Source: an optimization exercise on an open RTL-to-GDS flow (aim: small area, a short achievable clock period and few clock cycles). Production flows keep margins and buffers that such runs may drop.
Function was checked by simulation only, so behaviour that the tests miss may differ from the original.
Power figures rest on the tool's default switching activity, not on a simulated workload.

`design/flow/flow/run.sh`:
```
#!/bin/bash
set -euo pipefail
bash standard.sh SETUP_SLACK_MARGIN=5.8 "BUFFER_PORTS_ARGS=-buffer_cell sky130_fd_sc_hd__buf_4" finish > standard_flow.log 2>&1
```
`design/flow/standard.sh`:
```
#!/bin/bash
# synth_recipe.tcl (not shown) runs the flow's synth.tcl, then flattens the netlist and writes it again
# the make line also repeats each setting of config.mk as NAME=value (left out here)
make -C /OpenROAD-flow-scripts/flow DESIGN_CONFIG=/design/flow/config.mk WORK_HOME=/design/flow/orfs CLKGATE_MAP_FILE= SYNTH_SCRIPT=/design/flow/synth_recipe.tcl "${@:-finish}"
```
`design/flow/config.mk`:
```
export PLATFORM = sky130hd
export DESIGN_NAME = cpu_top
export DESIGN_NICKNAME = cpu_top
export VERILOG_FILES = /design/flow/design.v
export SDC_FILE = /design/flow/constraint.sdc
export NUM_CORES = 4
export LEC_CHECK = 0
export CAP_MARGIN = 20
export CORE_MARGIN = 2
export CORE_UTILIZATION = 58
export CTS_CLUSTER_DIAMETER = 80
export CTS_CLUSTER_SIZE = 28
export SETUP_SLACK_MARGIN = 5
export SLEW_MARGIN = 20
```
`design/flow/constraint.sdc`:
```
create_clock -name core_clock -period 10.0 [get_ports {clk_i}]
set_input_delay 2.0000 -clock core_clock [delete_from_list [all_inputs] [get_ports {clk_i}]]
set_output_delay 2.0000 -clock core_clock [all_outputs]
set_load 0.01 [all_outputs]
```
`design/flow/design.v`:
```
`timescale 1ns/1ps
package cpu_pkg;
    typedef logic [64-1:0]         word_t;
    typedef logic [8-1:0]         sel_t;
    typedef logic [$clog2(32)-1:0] reg_id_t;
    typedef enum logic [7-1:0] {
        OP_NOP     = 7'h00,
        OP_SET     = 7'h01,
        OP_LOAD    = 7'h02,
        OP_STORE   = 7'h03,
        OP_JUMP    = 7'h04,
        OP_TESTBIT = 7'h05,
        OP_SUB     = 7'h06,
        OP_SHIFTL  = 7'h07,
        OP_OR      = 7'h08,
        OP_AND     = 7'h09,
        OP_XOR     = 7'h0a,
        OP_ADD     = 7'h0b,
        OP_SHIFTR  = 7'h0c,
        OP_HALT    = 7'h7f
    } opcode_e;
    typedef enum logic [2-1:0] {
        FMT_RRO = 2'd0,
        FMT_RIS = 2'd1,
        FMT_I   = 2'd2
    } format_e;
    typedef enum logic [4-1:0] {
        COND_ALWAYS = 4'd0,
        COND_IF_Z   = 4'd1,
        COND_IF_NZ  = 4'd9
    } cond_e;
    typedef struct packed {
        opcode_e                    opcode;
        format_e                    format;
        cond_e                      cond;
        logic [51-1:0] body;
    } instr_t;
    typedef struct packed {
        logic  we;
        word_t adr;
        word_t dat;
    } bus_req_t;
    typedef struct packed {
        logic  err;
        word_t dat;
    } bus_rsp_t;
    typedef struct packed {
        opcode_e                    opcode;
        format_e                    format;
        logic [41-1:0]  imm;
        logic [5-1:0]  shift;
        logic [51-1:0] imm_long;
        word_t                      dst_val;
        word_t                      src_val;
    } alu_op_t;
    typedef struct packed {
        logic  we;
        logic  pc_we;
        word_t result;
        logic  flag_we;
        logic  flag;
    } alu_res_t;
endpackage
`timescale 1ns/1ps
module cpu_regfile (
    input  logic        clk_i,
    input  logic        rst_i,
    input  logic        we_i,
    input  logic [4:0]  wid_i,
    input  logic [63:0] wdat_i,
    input  logic [31:0] rsel_i,
    input  logic [63:0] pc_i,
    output logic [30:0] valid_o,
    output logic [63:0] rdat_o
);
    logic [63:0] regs [0:30];
    logic [30:0] valid;
    assign valid_o = valid;
    always_ff @(posedge clk_i) begin
        if (rst_i) begin
            valid <= '0;
        end else if (we_i && wid_i != 5'd31) begin
            valid[wid_i] <= 1'b1;
        end
    end
    always_ff @(posedge clk_i) begin
        if (we_i && wid_i != 5'd31) begin
            regs[wid_i] <= wdat_i;
        end
    end
    always_comb begin
        rdat_o = rsel_i[31] ? pc_i : '0;
        for (int i = 0; i < 31; i++) begin
            if (rsel_i[i]) begin
                rdat_o = rdat_o | regs[i];
            end
        end
    end
endmodule
`timescale 1ns/1ps
module cpu_alu (
    input  logic [63:0] op_i,
    input  logic [63:0] tmp_i,
    input  logic [40:0] imm_i,
    input  logic [5:0]  amt_i,      
    input  logic        big_i,      
    input  logic        sub_i,
    input  logic        s_mov_i,    
    input  logic        s_shl_i,    
    input  logic        s_shr_i,    
    input  logic        s_as_i,
    input  logic        s_or_i,
    input  logic        s_and_i,
    input  logic        s_xor_i,
    output logic [63:0] result_o,
    output logic        z_sub_o,
    output logic        z_tb_o
);
    logic [64:0] sum_x;
    logic [63:0] y;
    logic [63:0] y_rev;
    assign sum_x   = {op_i, 1'b1} + {{23{sub_i}}, imm_i, sub_i};
    assign z_sub_o = (op_i == {23'd0, ~imm_i});
    assign y = op_i << amt_i;
    always_comb begin
        for (int i = 0; i < 64; i++) begin
            y_rev[i] = y[63-i];
        end
    end
    assign z_tb_o = big_i | ~y[63];
    always_comb begin
        result_o = '0;
        if (s_mov_i) result_o = result_o | op_i;
        if (s_shl_i) result_o = result_o | y;
        if (s_shr_i) result_o = result_o | y_rev;
        if (s_as_i)  result_o = result_o | sum_x[64:1];
        if (s_or_i)  result_o = result_o | (op_i | tmp_i);
        if (s_and_i) result_o = result_o | (op_i & tmp_i);
        if (s_xor_i) result_o = result_o | (op_i ^ tmp_i);
    end
endmodule
`timescale 1ns/1ps
`timescale 1ns/1ps
module cpu_control (
    input  logic        clk_i,
    input  logic        rst_i,
    output logic        cyc_o,
    output logic        we_o,
    output logic [63:0] adr_o,
    input  logic        ack_i,
    input  logic        err_i,
    input  logic [63:0] dat_i,
    output logic        rf_we_o,
    output logic [4:0]  rf_wid_o,
    output logic [31:0] rf_rsel_o,
    input  logic [30:0] rf_valid_i,
    output logic [63:0] pc_o,
    input  logic [63:0] rd_i,
    output logic [63:0] dato_o,
    output logic [63:0] op_o,
    output logic [63:0] tmp_o,
    output logic [40:0] imm_o,
    output logic [5:0]  amt_o,
    output logic        big_o,
    output logic        sub_o,
    output logic        s_mov_o,
    output logic        s_shl_o,
    output logic        s_shr_o,
    output logic        s_as_o,
    output logic        s_or_o,
    output logic        s_and_o,
    output logic        s_xor_o,
    input  logic [63:0] result_i,
    input  logic        z_sub_i,
    input  logic        z_tb_i
);
    logic        cyc;
    logic        dphase;      
    logic        wr;
    logic        halted;
    logic        boot;
    logic [63:0] pc;          
    logic [63:0] maddr;       
    logic        zf;
    logic        pcw;         
    logic        pcw_v;       
    logic [63:0] bval;
    logic [4:0]  bid;
    logic        bv;
    logic        r_v;
    logic        r_step;      
    logic        r_dep;       
    logic        r_resume;    
    logic        r_hit;       
    logic        r_agu_pc;    
    logic [50:0] r_body;
    logic [4:0]  r_ra;        
    logic [4:0]  r_base;
    logic [31:0] rsel;        
    logic        r_set, r_add, r_sub, r_shl, r_shr, r_or, r_and, r_xor;
    logic        r_jump, r_load, r_store, r_tb, r_halt, r_mem, r_add31;
    logic        r_fmt_rro, r_fmt_i, r_if_z, r_if_nz;
    logic        x_v;
    logic        x_pass;
    logic        x_stl;       
    logic        x_we;        
    logic        x_sub, x_tb;
    logic [4:0]  x_d;
    logic [40:0] x_imm;       
    logic [5:0]  x_amt;
    logic        x_big;
    logic        x_mov, x_shl, x_shr, x_as, x_or, x_and, x_xor;
    logic [63:0] op;
    logic        fack, dack, berr, dack_ld;
    assign fack    = cyc & ~dphase & ack_i;
    assign dack    = cyc &  dphase & ack_i;
    assign berr    = cyc & err_i;
    assign dack_ld = dack & ~wr;
    assign cyc_o     = cyc;
    assign we_o      = wr;
    assign adr_o     = dphase ? maddr : pc;
    assign pc_o      = pc;
    assign rf_rsel_o = rsel;
    assign dato_o    = op;
    logic        r_setimm, r_rev;
    logic [63:0] rd_rev;
    assign r_setimm = r_set & ~r_fmt_rro;
    assign r_rev    = r_shr | r_tb;
    always_comb begin
        for (int i = 0; i < 64; i++) begin
            rd_rev[i] = rd_i[63-i];
        end
    end
    assign op_o     = op;
    assign tmp_o    = maddr;
    assign imm_o    = x_imm;
    assign amt_o    = x_amt;
    assign big_o    = x_big;
    assign sub_o    = x_sub;
    assign s_mov_o  = x_mov;
    assign s_shl_o  = x_shl;
    assign s_shr_o  = x_shr;
    assign s_as_o   = x_as;
    assign s_or_o   = x_or;
    assign s_and_o  = x_and;
    assign s_xor_o  = x_xor;
    logic [6:0] n_op;
    logic [1:0] n_fmt;
    logic [3:0] n_cond;
    logic [4:0] n_d, n_s, n_base, n_ra;
    logic       n_ra_s;
    logic       n_set, n_load, n_store, n_jump, n_tb, n_sub, n_shl, n_or;
    logic       n_and, n_xor, n_add, n_shr, n_halt;
    logic       n_if_z, n_if_nz, n_d31, n_mem;
    logic       n_alu1, n_alu2;
    logic       zknown, n_pass, n_fail, n_djump, n_nop, n_cont, n_dep;
    logic       n_bstale, n_hit;
    logic [4:0] r_d, r_s;
    logic       r_d31, r_alu2, r_wr_d;
    assign r_d    = r_body[50:46];
    assign r_s    = r_body[45:41];
    assign r_d31  = (r_d == 5'd31);
    assign r_alu2 = r_or | r_and | r_xor;
    assign r_wr_d = r_set | r_add | r_sub | r_shl | r_shr | r_alu2;
    assign n_op   = dat_i[63:57];
    assign n_fmt  = dat_i[56:55];
    assign n_cond = dat_i[54:51];
    assign n_d    = dat_i[50:46];
    assign n_s    = dat_i[45:41];
    assign n_set   = (n_op == 7'h01);
    assign n_load  = (n_op == 7'h02);
    assign n_store = (n_op == 7'h03);
    assign n_jump  = (n_op == 7'h04);
    assign n_tb    = (n_op == 7'h05);
    assign n_sub   = (n_op == 7'h06);
    assign n_shl   = (n_op == 7'h07);
    assign n_or    = (n_op == 7'h08);
    assign n_and   = (n_op == 7'h09);
    assign n_xor   = (n_op == 7'h0a);
    assign n_add   = (n_op == 7'h0b);
    assign n_shr   = (n_op == 7'h0c);
    assign n_halt  = (n_op == 7'h7f);
    assign n_if_z  = (n_cond == 4'd1);
    assign n_if_nz = (n_cond == 4'd9);
    assign n_d31   = (n_d == 5'd31);
    assign n_mem   = n_load | n_store;
    assign n_alu1 = n_set | n_add | n_sub | n_shl | n_shr;
    assign n_alu2 = n_or | n_and | n_xor;
    assign n_nop  = ~(n_alu1 | n_alu2 | n_tb | n_mem | n_jump | n_halt);
    assign zknown  = ~(r_v & (r_sub | r_tb)) & ~(x_v & (x_sub | x_tb));
    assign n_pass  = zknown & ~(n_if_z & ~zf) & ~(n_if_nz & zf);
    assign n_fail  = zknown &  ((n_if_z & ~zf) | (n_if_nz & zf));
    assign n_djump = n_jump & (n_fmt == 2'd2) & n_pass;
    assign n_cont  = n_nop | n_fail | n_tb | n_djump | (n_alu1 & ~n_d31);
    assign n_base   = n_load ? n_s : n_d;
    assign n_bstale = (r_v & r_wr_d & ~r_d31 & (r_d == bid)) |
                      (x_v & x_we & (x_d == bid));
    assign n_hit    = (n_base == 5'd31) | (bv & (bid == n_base) & ~n_bstale);
    assign n_ra_s  = (n_set & n_fmt == 2'd0) | n_mem | n_alu2;
    assign n_ra    = n_ra_s ? n_s : n_d;
    assign n_dep   = r_v & r_wr_d & ~r_d31 &
                     (n_ra_s ? (r_d == n_s) : (r_d == n_d)) &
                     ~(n_nop | n_fail | n_halt | (n_set & n_fmt != 2'd0) | (n_jump & n_fmt == 2'd2));
    logic        x_write;
    logic        z_next, z_fast, pass_r, pass_x, r_zwait;
    logic        r_hold, r_go, b_load, r_xmov;
    logic [63:0] agu_a;
    logic [63:0] agu_b;
    logic [63:0] tsum;
    assign x_write = x_v & x_pass & x_we;
    assign z_next  = (x_v & x_pass & x_sub) ? z_sub_i :
                     (x_v & x_pass & x_tb)  ? z_tb_i  : zf;
    assign z_fast  = (x_v & x_pass & x_sub) ? z_sub_i : zf;
    assign pass_r  = ~(r_if_z & ~z_fast) & ~(r_if_nz & z_fast);
    assign pass_x  = ~(r_if_z & ~z_next) & ~(r_if_nz & z_next);
    assign r_zwait = x_v & x_tb & (r_if_z | r_if_nz) &
                     (r_mem | r_jump | r_add31 | r_halt | (r_alu2 & ~r_step));
    assign r_hold  = r_v & ((r_mem & ~r_hit) | r_zwait | r_dep);
    assign r_go    = r_v & ~r_hold;
    assign b_load  = r_v & r_mem & ~r_hit & ~r_dep & (r_ra == r_base);
    assign r_xmov  = r_set | r_sub | r_shl | r_shr | r_tb | (r_add & ~r_d31) | (r_alu2 & r_step);
    assign agu_a  = r_agu_pc ? pc : bval;
    assign agu_b  = r_mem ? {23'd0, r_body[40:0]} : {23'd0, r_body[45:5]};
    assign tsum   = agu_a + agu_b;
    assign rf_we_o  = x_write;
    assign rf_wid_o = x_d;
    logic [4:0]  ra_next;
    logic [31:0] vmask;
    always_comb begin
        vmask = {1'b1, rf_valid_i};
        if (rf_we_o) vmask[rf_wid_o] = 1'b1;
    end
    always_comb begin
        ra_next = r_ra;
        if (fack) begin
            ra_next = n_ra;
        end else if (r_v & r_alu2 & ~r_step & ~r_dep & ~r_zwait) begin
            ra_next = r_d;
        end else if (r_v & r_store & ~r_hit) begin
            ra_next = b_load ? r_s : r_d;
        end
    end
    logic [31:0] dec_s, dec_d, dec_o;
    always_comb begin
        for (int i = 0; i < 32; i++) begin
            dec_s[i] = (n_s == 5'(i));
            dec_d[i] = (n_d == 5'(i));
            dec_o[i] = (ra_next == 5'(i));
        end
    end
    always_ff @(posedge clk_i) begin
        r_ra <= ra_next;
        if (fack) begin
            rsel <= (n_ra_s ? dec_s : dec_d) & vmask;
        end else begin
            rsel <= dec_o & vmask;
        end
    end
    always_ff @(posedge clk_i) begin
        if (r_v) begin
            op <= r_setimm ? {23'd0, r_body[45:5]} : r_rev ? rd_rev : rd_i;
        end else if (dack_ld) begin
            op <= dat_i;
        end
    end
    always_ff @(posedge clk_i) begin
        if (x_v & x_stl) begin
            maddr <= result_i;
        end else if (r_v & ~(r_alu2 & r_step)) begin
            maddr <= r_alu2 ? rd_i : tsum;
        end
    end
    always_ff @(posedge clk_i) begin
        if (b_load) begin
            bval <= rd_i;
            bid  <= r_base;
        end
    end
    always_ff @(posedge clk_i) begin
        if (r_v | dack_ld) begin
            x_d      <= r_d;
            x_imm    <= r_body[45:5] ^ {41{r_v & r_sub}};
            x_amt    <= (r_set & ~r_fmt_rro) ? {1'b0, r_body[4:0]} : r_body[10:5];
            x_big    <= ~(r_set & ~r_fmt_rro) & (|r_body[45:11]);
            x_sub    <= r_v & r_sub;
            x_tb     <= r_v & r_tb;
            x_we     <= ~r_v | (r_wr_d & ~r_d31);
            x_mov    <= ~r_v | (r_set & r_fmt_rro);
            x_shl    <= r_v & (r_setimm | (r_shl & ~(|r_body[45:11])));
            x_shr    <= r_v & r_shr & ~(|r_body[45:11]);
            x_as     <= r_v & (r_add | r_sub);
            x_or     <= r_v & r_or;
            x_and    <= r_v & r_and;
            x_xor    <= r_v & r_xor;
        end
    end
    always_ff @(posedge clk_i) begin
        if (fack) begin
            r_body    <= dat_i[50:0];
            r_base    <= n_base;
            r_agu_pc  <= ~n_mem | (n_base == 5'd31);
            r_set     <= n_set;
            r_add     <= n_add;
            r_sub     <= n_sub;
            r_shl     <= n_shl;
            r_shr     <= n_shr;
            r_or      <= n_or;
            r_and     <= n_and;
            r_xor     <= n_xor;
            r_jump    <= n_jump;
            r_load    <= n_load;
            r_store   <= n_store;
            r_mem     <= n_mem;
            r_add31   <= n_add & n_d31;
            r_tb      <= n_tb;
            r_halt    <= n_halt;
            r_fmt_rro <= (n_fmt == 2'd0);
            r_fmt_i   <= (n_fmt == 2'd2);
            r_if_z    <= n_if_z;
            r_if_nz   <= n_if_nz;
        end
    end
    always_ff @(posedge clk_i) begin
        if (rst_i) begin
            pc <= 64'h800000000000;
        end else if (fack) begin
            pc <= n_djump ? {13'd0, dat_i[50:0]} : pc + 64'd8;
        end else if (dack_ld & r_d31) begin
            pc <= dat_i;
        end else if (pcw & pcw_v) begin
            pc <= maddr;
        end else if (r_go & (r_jump | r_add31) & pass_r) begin
            pc <= r_add31 ? tsum : r_fmt_i ? {13'd0, r_body} : rd_i;
        end
    end
    always_ff @(posedge clk_i) begin
        if (rst_i) begin
            cyc      <= 1'b0;
            dphase   <= 1'b0;
            wr       <= 1'b0;
            halted   <= 1'b0;
            boot     <= 1'b1;
            zf       <= 1'b0;
            pcw      <= 1'b0;
            pcw_v    <= 1'b0;
            r_v      <= 1'b0;
            r_step   <= 1'b0;
            r_dep    <= 1'b0;
            r_resume <= 1'b0;
            r_hit    <= 1'b0;
            x_v      <= 1'b0;
            x_pass   <= 1'b0;
            x_stl    <= 1'b0;
            bv       <= 1'b0;
        end else begin
            boot <= 1'b0;
            if (boot) begin
                cyc <= 1'b1;
            end
            zf <= z_next;
            if (rf_we_o && rf_wid_o == bid) begin
                bv <= 1'b0;
            end
            if (b_load) begin
                bv    <= 1'b1;
                r_hit <= 1'b1;
            end
            pcw <= 1'b0;
            if (pcw) begin
                cyc <= 1'b1;
            end
            x_v <= 1'b0;
            if (x_v & x_stl) begin
                pcw   <= 1'b1;
                pcw_v <= x_pass;
            end
            r_resume <= 1'b0;
            if (r_resume) begin
                cyc <= 1'b1;
            end
            r_dep <= 1'b0;
            if (r_go) begin
                r_v <= 1'b0;
                if (r_alu2 & ~r_step) begin
                    if (pass_r) begin
                        r_v    <= 1'b1;
                        r_step <= 1'b1;
                        if (~r_d31) cyc <= 1'b1;
                    end else begin
                        cyc <= 1'b1;
                    end
                end else if (r_mem) begin
                    cyc <= 1'b1;
                    if (pass_r) begin
                        dphase <= 1'b1;
                        wr     <= r_store;
                    end
                end else if (r_jump | r_add31) begin
                    cyc <= 1'b1;
                end else if (r_halt) begin
                    if (pass_r) begin
                        halted <= 1'b1;
                    end else begin
                        cyc <= 1'b1;
                    end
                end else if (r_xmov) begin
                    x_v    <= 1'b1;
                    x_pass <= pass_x;
                    x_stl  <= r_wr_d & r_d31;
                end
            end
            if (dack) begin
                dphase <= 1'b0;
                wr     <= 1'b0;
                if (~wr & ~r_d31) begin
                    x_v    <= 1'b1;
                    x_pass <= 1'b1;
                    x_stl  <= 1'b0;
                end
            end
            if (fack) begin
                r_v      <= ~(n_nop | n_fail | n_djump);
                r_step   <= 1'b0;
                r_dep    <= n_dep;
                r_hit    <= n_hit;
                cyc      <= n_cont & ~n_dep;
                r_resume <= n_cont & n_dep;
            end
            if (berr) begin
                cyc    <= 1'b0;
                dphase <= 1'b0;
                wr     <= 1'b0;
                halted <= 1'b1;
                r_v    <= 1'b0;
                x_v    <= 1'b0;
            end
        end
    end
endmodule
`timescale 1ns/1ps
module cpu_top (
    input  logic  clk_i,
    input  logic  rst_i,
    output logic  cyc_o,
    output logic  stb_o,
    output logic  we_o,
    output cpu_pkg::sel_t  sel_o,
    output cpu_pkg::word_t adr_o,
    output cpu_pkg::word_t dat_o,
    input  logic  ack_i,
    input  logic  err_i,
    input  cpu_pkg::word_t dat_i
);
    logic        rf_we;
    logic [4:0]  rf_wid;
    logic [31:0] rf_rsel;
    logic [30:0] rf_valid;
    logic [63:0] pc;
    logic [63:0] rd;
    logic [63:0] op;
    logic [63:0] tmp;
    logic [40:0] imm;
    logic [5:0]  amt;
    logic        big, sub;
    logic        s_mov, s_shl, s_shr, s_as, s_or, s_and, s_xor;
    logic [63:0] result;
    logic        z_sub, z_tb;
    assign sel_o = 8'hff;
    assign stb_o = cyc_o;
    logic [63:0] dato;
    assign dat_o = dato;
    cpu_control u_control (
        .clk_i      (clk_i),
        .rst_i      (rst_i),
        .cyc_o      (cyc_o),
        .we_o       (we_o),
        .adr_o      (adr_o),
        .ack_i      (ack_i),
        .err_i      (err_i),
        .dat_i      (dat_i),
        .rf_we_o    (rf_we),
        .rf_wid_o   (rf_wid),
        .rf_rsel_o  (rf_rsel),
        .rf_valid_i (rf_valid),
        .pc_o       (pc),
        .rd_i       (rd),
        .dato_o     (dato),
        .op_o       (op),
        .tmp_o      (tmp),
        .imm_o      (imm),
        .amt_o      (amt),
        .big_o      (big),
        .sub_o      (sub),
        .s_mov_o    (s_mov),
        .s_shl_o    (s_shl),
        .s_shr_o    (s_shr),
        .s_as_o     (s_as),
        .s_or_o     (s_or),
        .s_and_o    (s_and),
        .s_xor_o    (s_xor),
        .result_i   (result),
        .z_sub_i    (z_sub),
        .z_tb_i     (z_tb)
    );
    cpu_regfile u_regfile (
        .clk_i   (clk_i),
        .rst_i   (rst_i),
        .we_i    (rf_we),
        .wid_i   (rf_wid),
        .wdat_i  (result),
        .rsel_i  (rf_rsel),
        .pc_i    (pc),
        .valid_o (rf_valid),
        .rdat_o  (rd)
    );
    cpu_alu u_alu (
        .op_i     (op),
        .tmp_i    (tmp),
        .imm_i    (imm),
        .amt_i    (amt),
        .big_i    (big),
        .sub_i    (sub),
        .s_mov_i  (s_mov),
        .s_shl_i  (s_shl),
        .s_shr_i  (s_shr),
        .s_as_i   (s_as),
        .s_or_i   (s_or),
        .s_and_i  (s_and),
        .s_xor_i  (s_xor),
        .result_o (result),
        .z_sub_o  (z_sub),
        .z_tb_o   (z_tb)
    );
endmodule
```
==> impl.org, run 1 <==
** Outcome
- The run finished with no timing, DRC or antenna violations.

** Layout
- Most frequent standard cell in the layout excluding fill and tap cells :: edfxtp_1
- Of the cells placed in the final design, the portion with a size suffix greater than 1 is 17.89%.
- The library cells used most frequently in the layout, excluding fill and tap cells, are edfxtp_1 (2319), a22oi_1 (824), buf_4 (530), nand2_1 (496), nor2_1 (436).
- Area added between synthesis and finish :: 12.44%
- Post-layout nets :: 9013

** Clock tree
- Number of sinks on the clock net :: 2467
- Number of buffers added by the clock tree synthesis step :: 121
- Buffers from clock root to sink, at most :: 3
- Clock-pin slew was measured on the worst setup and hold paths at 100 ps.
- Cts hold-fix bufs :: 0
- Clock latency on the worst-skew pair, taken at its later pin, is 880 ps.
- H-tree depth :: 3
- TritonCTS clock tree :: built
- Clock tree synthesis selected as its root buffer the cell clkbuf_16.

** Floorplanning
- Vertical die dimension :: 444.3 µm
- The floorplan step defined a die boundary enclosing 197400 µm².
- Placeable core region :: 192600 µm²
- The initial utilization of the core area, before any placement, comes to 58.38%.
- The floorplan has 161 rows.
- During I/O placement, the number of pins put on the boundary was 207.
- Horizontal extent of the die :: 444.3 µm

** STA
- The worst path in the final design needs a cycle of 4485 ps, including I/O delays and setup.
- Timing would allow up to 223.0 MHz.
- Ratio of final minimum period to clock period :: 44.85%
- Final Slew Violations :: 0
- Smallest hold slack :: 465.9 ps
- Setup violations remaining at the end of the flow were counted as 0.
- After routing, the total negative slack on setup checks comes to 0 ps.
- RSZ-0062 raised after global routing :: true
- The worst pin sits at a relative slew slack of 15.25%.
- The hold violation count in the final report came to 0.
- At the pin with the least slew margin, the transition time is 1264 ps.
- Across the routed clock network, the largest skew measured is 87.23 ps.

** Detailed routing
- In the routed layout, each cell is associated on average with a via count of 8.043.
- Wires add up to 540000 µm.
- First-pass detailed-route iteration total :: 9
- After the first detailed-routing iteration, the DRC count stood at 18867.
- Post-detailed-route wirelength per cell :: 47.66 µm
- The detailed router placed 91147 vias in this run.
- For this run, design rule violations remaining after detail routing come to 0.
- Count of antenna-violating nets left after detailed routing :: 0

** Pwr
- For this design the ratio of total power to cell area is 158.1 nW/µm².
- Design internal power :: 0.01454 W
- Highest ir drop seen on vdd :: 230.3 µV
- Reg power frac :: 58.3%
- Leakage Power :: 42.22 nW
- Power dissipated by switching net loads :: 0.005449 W
- Proportion of power drawn by combinational gates :: 12.0%
- Switching share of total power :: 27.27%
- Portion of total power attributed to the clock network :: 29.7%

** Logic synthesis
- Total standard cell area after synthesis :: 112400 µm²
- Register bit total from synthesis :: 2467
- Sequential elements use 64.57% of the synthesized area.
- Post-Synthesis Mean Instance Area :: 13.21 µm²
- Library cells used by synthesis :: 115
- Warnings from Yosys :: 3
- Post-synthesis async set-or-reset flop share :: 0%
- EDFF count, synth :: 2319
- Gate Count Post-Synth :: 8513
- Among all flip-flop cells after synthesis, the most frequent one is edfxtp_1.

** Global routing
- Tot GR Track Use :: 53.53%
- Pin count of the biggest net entering global routing :: 122
- Via count of the first global-routing pass :: 82540
- After global routing the overflow that remains totals 0.
- The first global-routing pass estimated 713500 µm of wire.
- The number of antenna violations at the first check in global routing is 72.

** Flow run
- Max-cap violations in this run came to 0.

** Setup path
- Largest driver fanout on the critical path :: 8
- WS Path Type :: reg2reg
- Arrival time of data at the critical path endpoint :: 5150 ps
- Required time of the critical path :: 10670 ps
- Crit. End Element :: flip-flop
- STA classifies the critical path startpoint as a flip-flop.

** Placed design
- Final RePlAce weighted congestion :: 1.108
- Detailed placement finished with a half-perimeter wire length of 340200 µm.
- Port Buffer Count :: 198

** Min path
- Kind of path behind the tightest hold check :: reg2reg
==> metal layers <==
layer	up-vias	routed length (µm)	GRT usage, %
li1	33937	-	-
met1	44106	168700	64.59
met2	10315	216900	73.45
met3	2760	98580	25.42
met4	29	55400	42.07
met5	-	441	0.1709
==> logic make-up after synthesis <==
family | after synthesis | synth area share [%]
AOI/OAI and AO/OA | 2451 | 15.53
xor gates and xnor gates | 223 | 1.737
adders and majority gates | 239 | 2.673
buffers and inverters | 876 | 3.115
DFF | 2467 | 64.57
muxes | 392 | 4.421
other | 1 | 0.003335
and+or+nand+nor | 1864 | 7.948
==> area by class of cell <==
type | instances | area [µm²]
flip-flops and latches | 2467 | 72740
fillers | 13775 | 66160
multi-input cells | 5186 | 39000
repair buffers | 698 | 6594
well taps | 2526 | 3161
clock buffers | 124 | 3060
inverters | 231 | 873.3
clock inverters | 48 | 862.1
diodes | 51 | 127.6
repair inverters | 1 | 5.005
==> cells in the mapped netlist, drive strengths merged, types with 26 or more instances <==
library cell / count / share of area (%)
dfxtp: 148 / 2.6
o22ai: 46 / 0.26
nor2: 485 / 1.6
mux2i: 152 / 1.4
inv: 228 / 0.76
a221o: 32 / 0.28
a31oi: 33 / 0.18
or3: 28 / 0.16
nor4: 34 / 0.19
a211oi: 74 / 0.53
and3: 36 / 0.20
edfxtp: 2319 / 62
nand2: 518 / 1.7
o21a: 36 / 0.24
and2: 35 / 0.20
xor2: 73 / 0.57
or4: 70 / 0.47
ha: 237 / 2.6
o21ai: 348 / 1.6
a221oi: 192 / 1.5
o211ai: 89 / 0.61
nand2b: 27 / 0.15
nand3: 216 / 0.97
buf: 225 / 0.94
mux2: 178 / 1.8
nand4: 181 / 1.0
a21oi: 362 / 1.6
a21o: 48 / 0.32
a22oi: 833 / 5.6
a22o: 134 / 1.0
mux4: 62 / 1.3
a2bb2oi: 26 / 0.20
clkbuf: 420 / 1.4
nor3: 160 / 0.73
xnor2: 150 / 1.2
==> stage by stage <==
step | worst slack [ps] | instance area [µm²] | util (%) | instances | total power, W
finish | 5515 | 126400 | 65.65 | 11332 | 0.01999
global route | 5529 | 126300 | 65.58 | 11284 | 0.02023
CTS | 5559 | 124800 | 64.78 | 11214 | 0.01964
detailed placement | 4368 | 117600 | 61.08 | 10902 | 0.01385
global placement | 4382 | 117600 | 61.08 | 10902 | 0.01383
floorplan | 5576 | 112900 | - | 8520 | 0.01287
==> state kept, by name, indices dropped and copies added (netlist names), 6 cells and up <==
register / flops
u_control.x_amt: 6
u_control.rsel: 32
u_control.maddr: 64
u_regfile.regs: 1984
u_control.op: 64
u_control.x_imm: 41
u_control.bval: 64
u_control.pc: 64
u_control.r_body: 51
u_regfile.valid: 31
==> critical path, cell delays in order (launching register included) <==
cell and delay, ps:
dfxtp_1 980, nand4_1 380, nor4_1 440, buf_4 240, nor2b_1 570, nand2_1 340, or3_1 530, nor2_1 160
xor2_1 130, a221oi_2 410, a211oi_1 120
==> repair_timing <==
action	in CTS	in global routing
setup buffers	115	58
pin swaps	52	54
gates cloned	25	4
resized for setup	360	210
setup endpoints to repair	2757	1080
==> power groups by stage <==
| stage | clock network, W | registers (W) | logic [W] |
|---|---|---|---|
| after floorplan | 0 | 0.0118 | 0.00110 |
| after global placement | 0 | 0.0119 | 0.00196 |
| after detailed placement | 0 | 0.0119 | 0.00198 |
| after CTS | 0.00586 | 0.0116 | 0.00216 |
| after global routing | 0.00618 | 0.0116 | 0.00243 |
| final | 0.00593 | 0.0116 | 0.00241 |
==> worst paths after layout <==
check	start	cells after the start	slack, ps	to
setup reg to reg	u_control.pc[9]	10	5510	u_control.pc[60]
hold / removal	u_regfile.valid[2]	2	470	u_regfile.valid[2]
hold reg to reg	u_regfile.valid[2]	2	470	u_regfile.valid[2]
setup / recovery	u_control.pc[9]	10	5510	u_control.pc[60]
Testbench counts, summed over its fixed seeds: cycles 26,659.
==> run 2: changes to the inputs <==
--- a/design/flow/config.mk
+++ b/design/flow/config.mk
@@ -8,5 +8,5 @@
 export CAP_MARGIN = 20
 export CORE_MARGIN = 2
-export CORE_UTILIZATION = 58
+export CORE_UTILIZATION = 50
 export CTS_CLUSTER_DIAMETER = 80
 export CTS_CLUSTER_SIZE = 28
==> run 2 against run 1 <==
Net effect:
- still clean on timing, DRC and antenna
- register-to-register slack gained 150 ps
- sequential power barely moved
- design area up 0.96%
- flip-flop and latch count unchanged
- first-iteration DRC count is 6.2% lower
- cell count increased by 4.6%
- die area increased by 16%
- clock-buffer cell count rose by 31
- core utilization decreased by 8.7 points
- synthesized area is the same
- largest cell class unchanged
- largest power group unchanged
==> impl.org, run 2 <==
** Clock tree
- Number of sinks on the clock net :: 2467 (unchanged)
- Number of buffers added by the clock tree synthesis step :: 134 (+11%)
- The number of levels in the clock H-tree was 4 (+1).
- The cell sitting at the root of the clock tree is a clkbuf_16.
- Cts hold-fix bufs :: 0 (unchanged)
- The number of buffers on the longest clock path is 3 (unchanged).
- TritonCTS clock tree :: built
- Clock transition at the registers of the reported paths :: 100 ps (about the same)
- Clock insertion delay at the later pin of the skew report :: 880 ps (about the same)

** Placed design
- Detailed placer's ending HPWL :: 361000 µm (+6.1%)
- The standard cell area after detailed placement came to 118400 µm² (+0.66%).
- Worst Setup Slack post-DPL :: 4337 ps (-30.06 ps)
- Port Buffer Count :: 198 (unchanged)
- Final RePlAce weighted congestion :: 1.076 (-2.9%)

** Pwr
- The power share of the combinational group came to 12.3% (+0.3 points).
- The net load switching power is 0.005565 W (+2.1%).
- Switching share of total power :: 27.04% (-0.23 points)
- The leakage power came to 42.44 nW (+0.50%).
- Portion of total power attributed to the clock network :: 31.2% (+1.5 points)
- Highest ir drop seen on vdd :: 194.4 µV (-16%)
- Design internal power :: 0.01502 W (+3.3%)
- The part of the total power dissipated in sequential elements is 56.5% (-1.8 points).
- PwrDens :: 161.2 nW/µm² (+2.0%)

** Logic synthesis
- Post-synthesis async set-or-reset flop share :: 0% (unchanged)
- Yosys attributes the largest share of cell area to edfxtp_1 (62%), a22oi_1 (5.6%), ha_1 (2.6%).
- The mean instance size in the synthesized netlist is 13.21 µm² (unchanged).
- The count of flip-flops with a built-in enable after synthesis came to 2319 (unchanged).
- The distinct cell type count of the synthesized netlist came to 115 (unchanged).
- Most frequent cell after synthesis :: edfxtp_1
- The part of the Yosys area used for sequential elements is 64.57% (unchanged).
- Gate Count Post-Synth :: 8513 (unchanged)
- The biggest area contributor in the post-synthesis netlist is edfxtp_1.
- The post-synthesis instance area is 112400 µm² (unchanged).
- The fraction of post-synthesis cell area in the top cell type by area came to 61.94% (unchanged).
- Most frequently used flop master after synthesis :: edfxtp_1
- Register bit total from synthesis :: 2467 (unchanged)
- The number of warning messages in the yosys log came to 3 (unchanged).
- Ranked by instance count, the synthesized netlist is headed by edfxtp_1 (2319), a22oi_1 (833), nand2_1 (516), nor2_1 (484), clkbuf_1 (419).

** Layout
- Leading cell types in the layout, fill and taps excluded :: edfxtp_1 (2319), a22oi_1 (825), buf_4 (557), nand2_1 (495), nor2_1 (434)
- Finished Cell Area :: 127600 µm² (+0.96%)
- Max FFs per register :: 1984 (unchanged)
- The final standard cell utilization of the core came to 56.92% (-8.7 points).
- Share of cells above drive strength 1 :: 18.43% (+0.54 points)
- The number of inserted filler cells in the final layout came to 18238 (+32%).
- Area added between synthesis and finish :: 13.52%
- The multi-input gate area in the final layout is 39160 µm² (+0.41%).
- The final-stage net count is 9042 (+0.32%).
- The area of all sequential standard cells is 72740 µm² (about the same).
- Most frequent standard cell in the layout excluding fill and tap cells :: edfxtp_1
- Counting flops per register, the top entry is u_regfile.regs.

** Floorplanning
- Horizontal extent of the die :: 478.2 µm (+7.6%)
- Vertical die dimension :: 478.2 µm (+7.6%)
- Placeable core region :: 224200 µm² (+16%)
- The die footprint is 228700 µm² (+16%).
- Total number of placement rows :: 174 (+8.1%)
- The count of boundary I/O pins was 207 (unchanged).
- The starting utilization of the core area was 50.14% (-8.2 points).

** STA
- Final Slew Violations :: 0 (unchanged)
- Setup repair after global routing could not meet its margin everywhere.
- The worst max-slew margin expressed relative to the limit came to 11.39% (-3.9 points).
- The slew of the pin with the lowest slew margin is 1320 ps (+55.93 ps).
- Tmin final :: 4349 ps (-136.2 ps)
- Upper clock frequency limit :: 229.9 MHz (+3.1%)
- Final setup slack of the worst path :: 5651 ps (+136.2 ps)
- Setup tns final :: 0 ps (unchanged)
- The worst clock skew on the final layout came to 70.28 ps (-16.95 ps).
- The hold violation count in the final report is 0 (unchanged).
- Number of endpoints failing setup at the final stage :: 0 (unchanged)
- Ratio of final minimum period to clock period :: 43.49% (-1.4 points)
- The smallest hold slack is 465.4 ps (-0.5360 ps).

** Setup path
- The worst register-to-register path ends at u_control.pc[63].
- Largest driver fanout on the critical path :: 5 (-3)
- Arrival time of data at the critical path endpoint :: 2350 ps (-2800 ps)
- The worst setup path is launched from a flip-flop.
- The worst endpoint required time came to 8000 ps (-2670 ps).
- Setup slack, reg-to-reg :: 5660 ps (+150 ps)
- WS Path Type :: reg2out
- The number of cells on the worst reg-to-reg path was 9 (-1).
- Startpoint of the lowest-slack register-to-register path :: u_control.rsel[29]
- Crit. End Element :: primary output

** Detailed routing
- The final routed wire length divided by cell count was 48.43 µm (+1.6%).
- Violation count after the first detailed-routing iteration :: 17702 (-6.2%)
- Total length of routed wires :: 574200 µm (+6.3%)
- The residual DRC count was 0 (unchanged).
- The mean number of vias per cell is 7.628 (-5.2%).
- The number of detailed-routing iterations run before antenna repair is 6 (-3).
- Count of antenna-violating nets left after detailed routing :: 0 (unchanged)
- The routed via count is 90448 (-0.77%).

** Global routing
- Tot GR Track Use :: 48.79% (-4.7 points)
- Pin count of the biggest net entering global routing :: 117 (-4.1%)
- The wire length of the first global-routing pass was 747800 µm (+4.8%).
- Initial antenna violation count :: 85 (+18%)
- The via count of the first global-routing pass was 81092 (-1.8%).
- Residual overflow from global routing :: 0 (unchanged)

** Min path
- In this run the most critical hold path is launched from u_regfile.valid[11].
- The worst hold path terminates at u_regfile.valid[11].
- The path class of the tightest hold or removal check is reg2reg.
- The depth of the worst hold-timing path was 2 (unchanged).

** Outcome
- The run finished with no timing, DRC or antenna violations.

** Flow run
- Max-capacitance violation count :: 0 (unchanged)
## run 2: cell counts after synthesis
Identical to the previous run, type by type.
## run 2: how the worst max path moves through the flow
stage | startpoint | end | slack [ps] | cells after the start
2_1_floorplan | u_control.x_d[0] | u_regfile.regs[13][0] | 5580 | 6
3_3_place_gp | ack_i | u_control.pc[37] | 4320 | 12
3_5_place_dp | ack_i | u_control.pc[37] | 4340 | 12
4_1_cts | u_control.r_agu_pc | u_control.maddr[60] | 5570 | 14
5_1_grt | u_control.r_agu_pc | u_control.pc[46] | 5640 | 17
6_report | u_control.dphase | adr_o[47] | 5650 | 6
## run 2: logic make-up (layout without fill, tap and decap cells)
kind of cell / after synthesis / count (layout) / synth area share, %
compound gates: 2451 / 2456 / 15.53
xor+xnor: 223 / 223 / 1.737
fa+ha+maj: 239 / 239 / 2.673
buf+inv: 876 / 1147 / 3.115
flops: 2467 / 2467 / 64.57
mux: 392 / 392 / 4.421
other cells: 1 / 72 / 0.003335
simple gates: 1864 / 1870 / 7.948
## run 2: area by class of cell
type | count | share of cell area, %
clock inverter | 48 | 0.6029
tap | 2992 | 2.933
sequential | 2467 | 56.99
multi-input combinational | 5188 | 30.68
inverter | 231 | 0.6833
timing repair buffer | 713 | 5.224
antenna | 64 | 0.1255
clock buffer | 155 | 2.755
## run 2: per-layer routing
metal	wire length (µm)	track usage [%]	up-vias	share of wire [%]
met5	371	0.04202	-	0.065
li1	-	-	34026	-
met4	54060	35.95	44	9.4
met3	85620	17.23	2249	15
met2	241500	70.25	8837	42
met1	192700	60.72	45292	34
## run 2: worst max-delay path, cell delays in order (launching register included)
cell,delay [ps]
dfxtp_4,360
buf_12,140
buf_12,160
buf_6,120
buf_16,150
mux2_4,390
buf_6,150
## run 2: power groups by stage
stage / combinational (W) / sequential [W] / clock [W]
floorplan: 0.00110 / 0.0118 / 0
global placement: 0.00208 / 0.0119 / 0
detailed placement: 0.00210 / 0.0119 / 0
CTS: 0.00225 / 0.0116 / 0.00638
global route: 0.00254 / 0.0116 / 0.00671
finish: 0.00253 / 0.0116 / 0.00642
## run 2: repair_timing
item                       4_1_cts  5_1_grt
buffers inserted                95       80
gates resized for setup        357      224
pin swaps                       31       63
cloned                          22        6
setup endpoints to repair     2687     1243
## run 2: stage by stage
step | cells | power (W)
floorplan | 8520 | 0.01287
global placement | 11381 | 0.01395
detailed placement | 11382 | 0.01396
CTS | 11702 | 0.02025
global route | 11797 | 0.02087
finish | 11858 | 0.02058
==> run 3: changes to the inputs <==
==> design/flow/flow/run.sh (replaced) <==
#!/bin/bash
set -euo pipefail
bash standard.sh SETUP_SLACK_MARGIN=6.0 "BUFFER_PORTS_ARGS=-buffer_cell sky130_fd_sc_hd__buf_4" finish > standard_flow.log 2>&1
==> run 3 against run 2 <==
Net effect:
- now fails the layout checks on capacitance limit, slew limit
- die area stayed put
- sequential power about the same
- setup slack got worse by 0.68 ps
- global-route usage grew 0.25 points
- routed wire length up 1.1%
- cell count increased by 0.72%
- core utilization rose by 1.2 points
- hold slack gained 4.7 ps
==> impl.org, run 3 <==
** Outcome
- The flow ran to the end, but the layout failed its checks.
- Failed Checks :: capacitance limit, slew limit

** Setup path
- The endpoint identified for the worst register-to-register timing path is u_control.op[13].
- The number of cells on the worst reg-to-reg path was 9 (unchanged).
- The worst setup path is captured at a primary output.
- The largest driver fanout on the critical path is 7 (+2).
- Setup slack, reg-to-reg :: 5730 ps (+70 ps)
- The critical path is of the reg2out type.
- Critical path startpoint category :: flip-flop
- Required time of the critical path :: 8000 ps (about the same)
- The arrival time at the worst endpoint came to 2350 ps (about the same).
- Startpoint of the lowest-slack register-to-register path :: u_control.rsel[28]

** Detailed routing
- Total length of routed wires :: 580400 µm (+1.1%)
- Post-detailed-route wirelength per cell :: 48.60 µm (+0.35%)
- Post-detailed-route DRC marker count :: 0 (unchanged)
- The mean number of vias per cell was 7.630 (about the same).
- The routed via count came to 91129 (+0.75%).
- First-pass detailed-route iteration total :: 7 (+1)
- The antenna violation net count after detailed routing is 0 (unchanged).
- Violation count after the first detailed-routing iteration :: 17194 (-2.9%)

** Clock tree
- Cell at the root of the clock tree :: clkbuf_16
- Number of sinks on the clock net :: 2467 (unchanged)
- The total CTS buffers was 131 (-2.2%).
- TritonCTS built the clock tree.
- H-tree depth :: 4 (unchanged)
- Clock transition at the registers of the reported paths :: 100 ps (about the same)
- The clock insertion delay at the later pin of the skew report is 880 ps (about the same).
- Buffers from clock root to sink, at most :: 3 (unchanged)
- Cts hold-fix bufs :: 0 (unchanged)

** Placed design
- The standard cell area after detailed placement was 118700 µm² (+0.21%).
- Final RePlAce weighted congestion :: 1.052 (-2.2%)
- The count of input and output buffers is 198 (unchanged).
- Detailed placer's ending HPWL :: 360600 µm (-0.11%)

** Global routing
- Initial antenna violation count :: 78 (-8.2%)
- Pin count of the biggest net entering global routing :: 77 (-34%)
- Global-route wire length before repair :: 751900 µm (+0.55%)
- The residual overflow from global routing was 0 (unchanged).
- The via count of the first global-routing pass was 81495 (+0.50%).
- Tot GR Track Use :: 49.04% (+0.25 points)

** Floorplanning
- The die footprint came to 228700 µm² (unchanged).
- The core area is 224200 µm² (unchanged).
- The standard-cell row count was 174 (unchanged).
- Vertical die dimension :: 478.2 µm (unchanged)
- The count of boundary I/O pins is 207 (unchanged).
- Starting utilization of the core area :: 50.14% (unchanged)
- The width of the die is 478.2 µm (unchanged).

** STA
- RSZ-0062 raised after global routing :: true
- Final Slew Violations :: 6 (+6)
- The smallest hold slack came to 470.1 ps (+4.708 ps).
- The upper clock frequency limit is 229.9 MHz (about the same).
- Setup tns final :: 0 ps (unchanged)
- The post-route minimum period came to 4350 ps (+0.6800 ps).
- Ratio of final minimum period to clock period :: 43.50% (about the same)
- The hold violation count in the final report came to 0 (unchanged).
- The worst clock skew on the final layout is 80.76 ps (+10.47 ps).
- Normalized max-slew margin :: -33.24% (-45 points)
- Number of endpoints failing setup at the final stage :: 0 (unchanged)
- Slew of the pin with the lowest slew margin :: 1984 ps (+664.1 ps)

** Min path
- For hold timing, the worst endpoint is u_regfile.valid[22].
- In this run the most critical hold path is launched from u_regfile.valid[22].
- Kind of path behind the tightest hold check :: reg2reg
- Instance count along the most critical hold path :: 2 (unchanged)

** Pwr
- The leakage power is 43.40 nW (+2.3%).
- The power per standard cell area was 158.6 nW/µm² (-1.6%).
- Highest ir drop seen on vdd :: 189.0 µV (-2.7%)

** Layout
- Max FFs per register :: 1984 (unchanged)
- The post-route standard cell area excluding fillers came to 130300 µm² (+2.1%).
- Post-layout nets :: 9136 (+1.0%)
- The share of post-route cells with drive strength above 1 came to 21.58% (+3.2 points).
- The final standard cell utilization of the core came to 58.10% (+1.2 points).
- Leaving out fill and tap cells, the most frequent cell in the layout is edfxtp_1.
- Area added between synthesis and finish :: 15.88%
- Fillcell total :: 18032 (-1.1%)
- In the layout the commonest cells are edfxtp_1 (2319), a22oi_1 (821), buf_4 (590), nand2_1 (468), nor2_1 (429).
- Top register by number of flip-flops :: u_regfile.regs

** Logic synthesis
- The number of warning messages in the yosys log was 3 (unchanged).
- The post-synthesis instance total is 8513 (unchanged).
- The fraction of post-synthesis cell area in the top cell type by area came to 61.94% (unchanged).
- Yosys instantiated no cell more often than edfxtp_1.
- The mean instance size in the synthesized netlist was 13.21 µm² (unchanged).
- Library cells used by synthesis :: 115 (unchanged)
- Post-synthesis cell type with the largest combined area :: edfxtp_1
- The proportion of register bits with asynchronous set or reset after synthesis came to 0% (unchanged).
- The commonest cells after synthesis are edfxtp_1 (2319), a22oi_1 (833), nand2_1 (516), nor2_1 (484), clkbuf_1 (419).
- The part of the Yosys area used for sequential elements was 64.57% (unchanged).
- The post-synthesis instance area came to 112400 µm² (unchanged).
- EDFF count, synth :: 2319 (unchanged)
- Most frequently used flop master after synthesis :: edfxtp_1
- The number of storage elements in the synthesis netlist is 2467 (unchanged).
- Main area contributors after synthesis :: edfxtp_1 (62%), a22oi_1 (5.6%), ha_1 (2.6%)

** Flow run
- Max-capacitance violation count :: 2 (+2)
-- run 3: cell counts after synthesis --
No cell type changed its count.
-- run 3: stage by stage --
stage          total power (W)  setup slack [ps]  std cells
2_1_floorplan          0.01290              5576       8520
6_report               0.02066              5650      11943
3_5_place_dp           0.01396              3658      11391
3_3_place_gp           0.01394              3744      11390
5_1_grt                0.02094              5689      11897
4_1_cts                0.02027              5691      11785
-- run 3: critical path, cell delays in order (launching register included) --
cell,delay (ps)
dfxtp_4,470
buf_12,200
buf_16,180
mux2_4,440
buf_6,170
-- run 3: timing repair --
action | 4_1_cts | 5_1_grt
gates resized for setup | 567 | 346
buffers inserted | 167 | 89
cloned | 27 | 9
pin swaps | 94 | 129
setup endpoints to repair | 2869 | 1941
-- run 3: final cells by class --
class,instances,area (µm²),area share [%]
flip-flops and latches,2467,72750,55.84
multi-input cells,5191,40770,31.29
repair buffers,807,7765,5.960
well taps,2992,3744,2.873
clock buffers,142,3383,2.597
inverters,231,880.8,0.6761
clock inverters,58,854.6,0.6559
diodes,55,137.6,0.1056
-- run 3: worst max-delay path by stage --
stage	startpoint	slack, ps	end
after floorplan	u_control.x_d[0]	5580	u_regfile.regs[13][0]
after global placement	u_control.op[33]	3740	u_regfile.regs[0][49]
after detailed placement	u_control.op[33]	3660	u_regfile.regs[0][49]
after CTS	u_control.dphase	5690	adr_o[47]
after global routing	u_control.dphase	5690	adr_o[47]
final	u_control.dphase	5650	adr_o[47]
-- run 3: power breakdown --
part	internal [W]	switching [W]	total, W
Sequential	0.0114	0.000182	0.0116
Combinational	0.000829	0.00186	0.00269
Clock	0.00265	0.00370	0.00635
-- run 3: per-layer routing --
layer  GRT usage [%]  part of all wire, %  wire length (µm)  vias to the layer above
li1                -                    -                 -                    34199
met1           61.10                   34            195700                    45870
met2           69.98                   42            241300                     8723
met3           18.00                   15             88110                     2305
met4           36.19                  9.5             54940                       32
met5         0.02101                0.065               377                        -
-- run 3: kinds of logic (layout without fill, tap and decap cells) --
kind of cell | count (synthesis) | in the layout | share of synthesized area [%]
AOI/OAI and AO/OA | 2451 | 2457 | 15.53
xor gates and xnor gates | 223 | 223 | 1.737
adders and majority gates | 239 | 239 | 2.673
buffers and inverters | 876 | 1238 | 3.115
DFF | 2467 | 2467 | 64.57
muxes | 392 | 392 | 4.421
other | 1 | 63 | 0.003335
and+or+nand+nor | 1864 | 1872 | 7.948

==> static timing again, ports no longer ideal <==
The flow's constraints put no driver on any port. The routed layouts listed below were extracted and timed again, unchanged, in two steps. Step 1, drivers: a clkbuf_16 drives clk_i and a buf_2 each remaining input, both assumed. Step 2 adds t to the input delays and takes it off the output delays; t is the mean of the earliest and latest rising clock arrival at the registers after step 1. Input paths then give back, and output paths get back, about the clock's delay inside the block. Slacks: ideal ports / drivers / drivers and shift; pairs: ideal ports / drivers.
| run | shift t [ns] | slack for setup (ns) | hold slack, ns | worst register clock-pin slew, ns | cell pins on the clock port's net |
|---|---|---|---|---|---|
| run 1 | 0.930 | 5.515 / 5.472 / 4.889 | 0.466 / 0.466 / 0.466 | 0.11 / 0.11 | 1 |
| run 2 | 0.937 | 5.651 / 5.558 / 4.852 | 0.465 / 0.465 / 0.465 | 0.11 / 0.11 | 1 |
| run 3 | 0.939 | 5.650 / 5.555 / 5.051 | 0.470 / 0.470 / 0.470 | 0.12 / 0.12 | 1 |
For run 2, which loses most, drivers alone change the setup slack by -0.093 ns; drivers and shift together by -0.799 ns.
